From an optimization exercise on the open Yosys and OpenROAD flow, aimed at small area, a short achievable clock period and few clock cycles; shortcuts taken in it are not production practice.
The RTL was checked by simulation tests, not by an equivalence proof against the original design.

Setup of v52:
## neuron_pe
module neuron_pe #(
    parameter int N     = 6,
    parameter int BITS  = 16,
    parameter int FRAC  = 8
) (
    input  logic                  clk,
    input  logic                  rst_n,
    input  logic                  load_w,
    input  logic                  start,
    input  logic                  bp,
    input  logic [1:0]            act_sel,
    input  logic [N*BITS-1:0]     x,
    input  logic [N*BITS-1:0]     w,
    input  logic [BITS-1:0]       b,
    input  logic [BITS-1:0]       dz_in,
    input  logic [BITS-1:0]       w_in,
    input  logic [BITS-1:0]       lr,
    output logic                  busy,
    output logic                  done,
    output logic [BITS-1:0]       y,
    output logic [(N+1)*BITS-1:0] w_out
);
    typedef logic signed [15:0] word_t;
    function automatic word_t sadd(input word_t a, input word_t c);
        logic signed [16:0] s;
        s = {a[15], a} + {c[15], c};
        if (s[16] != s[15])
            sadd = {s[16], {15{~s[16]}}};
        else
            sadd = s[15:0];
    endfunction
    function automatic word_t act_gate(input logic [1:0] a, input logic neg,
                                       input word_t v);
        act_gate = v;
        if (neg && (a != 2'b00)) begin
            if (a == 2'b10)
                act_gate = v >>> 3;
            else
                act_gate = '0;
        end
    endfunction
    function automatic word_t mux1h7(input logic [6:0] s, input word_t d0,
                                     input word_t d1, input word_t d2,
                                     input word_t d3, input word_t d4,
                                     input word_t d5, input word_t d6);
        mux1h7 = ({16{s[0]}} & d0) | ({16{s[1]}} & d1) | ({16{s[2]}} & d2) |
                 ({16{s[3]}} & d3) | ({16{s[4]}} & d4) | ({16{s[5]}} & d5) |
                 ({16{s[6]}} & d6);
    endfunction
    logic         mode;        
    logic [4:0]   cnt;
    logic         zneg;
    logic [1:0]   act_r;
    word_t        store [0:6];
    word_t        xr    [0:5];
    word_t        lr_r;
    word_t        D;
    word_t        P;
    logic [23:0]  r0, r1;      
    logic         c8;
    logic [5:0]   sa_x;        
    logic         sa_p;        
  ...
Size in the first run: roughly 2600 cells after synthesis, roughly 390 I/O pins, ~22000 sq um of cells after synthesis.
clock: 22.0 ns
lec_check: 0
abc_area: 1
cap_margin: 20
core_margin: 2
core_utilization: 40
slew_margin: 70
standard.sh (not shown) runs the stock make flow with config.mk's settings and CLKGATE_MAP_FILE= SYNTH_SCRIPT=/design/flow/synth_recipe.tcl, a recipe that flattens the netlist after the stock synthesis.
==> flow/flow/run.sh <==
#!/bin/bash
# Layout flow: the standard ORFS flow (standard synthesis unchanged), with
# the port buffers that global placement inserts made plain buf_1 cells
# instead of the default delay buffers. Every port still gets its buffer.
set -euo pipefail
export BUFFER_PORTS_ARGS="-buffer_cell sky130_fd_sc_hd__buf_1"
bash standard.sh > standard.log 2>&1
v52 reached the end of the flow, and the finished layout is clean on the timing, DRC and antenna checks.
Testbench counts of v52, summed over its fixed seeds: cycles 10,392.
Changes in v26 relative to v52:
Settings: putting CTS_CLUSTER_SIZE at 35 where nothing was set; putting CTS_CLUSTER_DIAMETER at 80 where nothing was set.
On data required time of the worst path, the higher figure sits with v52, not v26. Compared with v52, v26 shows a post-synthesis to final-layout area growth that is 2.4 points lower. v26 ended up with a lower share of final layout cell area taken by clock buffers and inverters than v52 did. After detailed routing, v52 needs more wire than v26. v26 against v52: clock skew saw an increase; total number of vias saw a decrease; number of global-route vias before repair saw a decrease; multi-input combinational cell area saw little to no change; cell count saw a decrease.
diff inputs: v26 => v49
Settings: SLEW_MARGIN: 70 -> 50; CTS_CLUSTER_SIZE: 35 -> 30.
### Flow results
- ~same residual DRC count in v26 and v49
- Slack of the critical path, v26 and v49: larger value in v26
- Re top achievable clock speed: v49 is about 10% down on v26.
- Relative to v26, global routing usage on met1 has decreased by 0.50 points in v49.
> inputs changed (v49 -> v35)
Settings: changing SLEW_MARGIN from 50 to 70.
Notes after the runs:
- In summary, v35 completed successfully, with a layout that passed the timing, DRC and antenna checks.
- v49 ended up with sky130_fd_sc_hd__clkinv_2 as its cell with the largest stage delay on the worst path; v35 ended up with sky130_fd_sc_hd__fa_1.
- Comparing v35 against v49, there is no change at all in residual antenna-violating net count after detailed routing.
- The setup slack of v35 is larger than that of v49.
- Sort v49 and v35 by net total in the final layout asc -> top: v49
- Hold slack on v35 is behind v49.
Inputs modified between v35 and v30:
Settings: PLACE_DENSITY newly set to 0.7.
[summary]
v35 -> v30: met3 wire length increased by a few percent
| headroom to the max-slew limit | lower: v30 |
Row post-route fraction of the period consumed by the critical path: v30 higher / v35 lower
| critical path depth in cells | higher: v30 |
~same number of non-filler instances in the completed layout in v30 and v35
v30 vs. v35: largest clock skew in the final design fell by 0.017 ns, number of placement rows stayed essentially flat, setup slack of the most critical reg-to-reg path fell by 0.04 ns, share of cells above drive strength 1 fell by 0.20 points.
v35: PASS, flow complete, no timing, DRC or antenna violations
In summary, v30 completed successfully, with a layout that passed the timing, DRC and antenna checks.
Input-level comparison between v29 and v30:
Settings: changing CTS_CLUSTER_DIAMETER from 80 to 60; changing CTS_CLUSTER_SIZE from 30 to 40; removing PLACE_DENSITY (formerly 0.7).
### Flow results
Max routability-driven placement congestion ratio across v29 and v30: v29
v29 vs v30 — post-layout instance count excluding filler cells rose 24.
Comparing v29 and v30, the higher detailed-routing iteration count for the pre-antenna-repair pass is on v30.

-- what the ideal ports hide --
The flow's constraints put no driver on any port. The routed layouts listed below were extracted and timed again, unchanged, in two steps.
Step 1 assumes that a clkbuf_16 drives the clock port and a buf_2 every other input.
Step 2 times the ports against the registers' clock, not the clock port: input delays grow and output delays shrink by t, the midpoint of the rising clock arrivals with the driver on.
Slacks: ideal / step 1 / step 2; pairs: ideal / step 1.
| run | shift t [ns] | setup slack, ns | hold slack, ns | worst data-port slew with drivers (ns) |
|---|---|---|---|---|
| v52 | 0.622 | 16.192 / 16.192 / 15.729 | 0.491 / 0.491 / 0.491 | 0.10 |
| v26 | 0.636 | 16.280 / 16.218 / 15.737 | 0.500 / 0.500 / 0.500 | 0.09 |
| v49 | 0.630 | 15.664 / 15.705 / 15.075 | 0.506 / 0.506 / 0.506 | 0.10 |
| v35 | 0.635 | 16.263 / 16.206 / 15.721 | 0.500 / 0.500 / 0.500 | 0.09 |
| v30 | 0.620 | 16.225 / 16.225 / 15.740 | 0.499 / 0.499 / 0.499 | 0.10 |
| v29 | 0.618 | 16.248 / 16.248 / 15.764 | 0.494 / 0.494 / 0.494 | 0.09 |
After both steps setup and hold are still met in every run listed. The setup slack of v49, which loses most, moves by +0.041 ns with the drivers and by -0.589 ns with both steps.
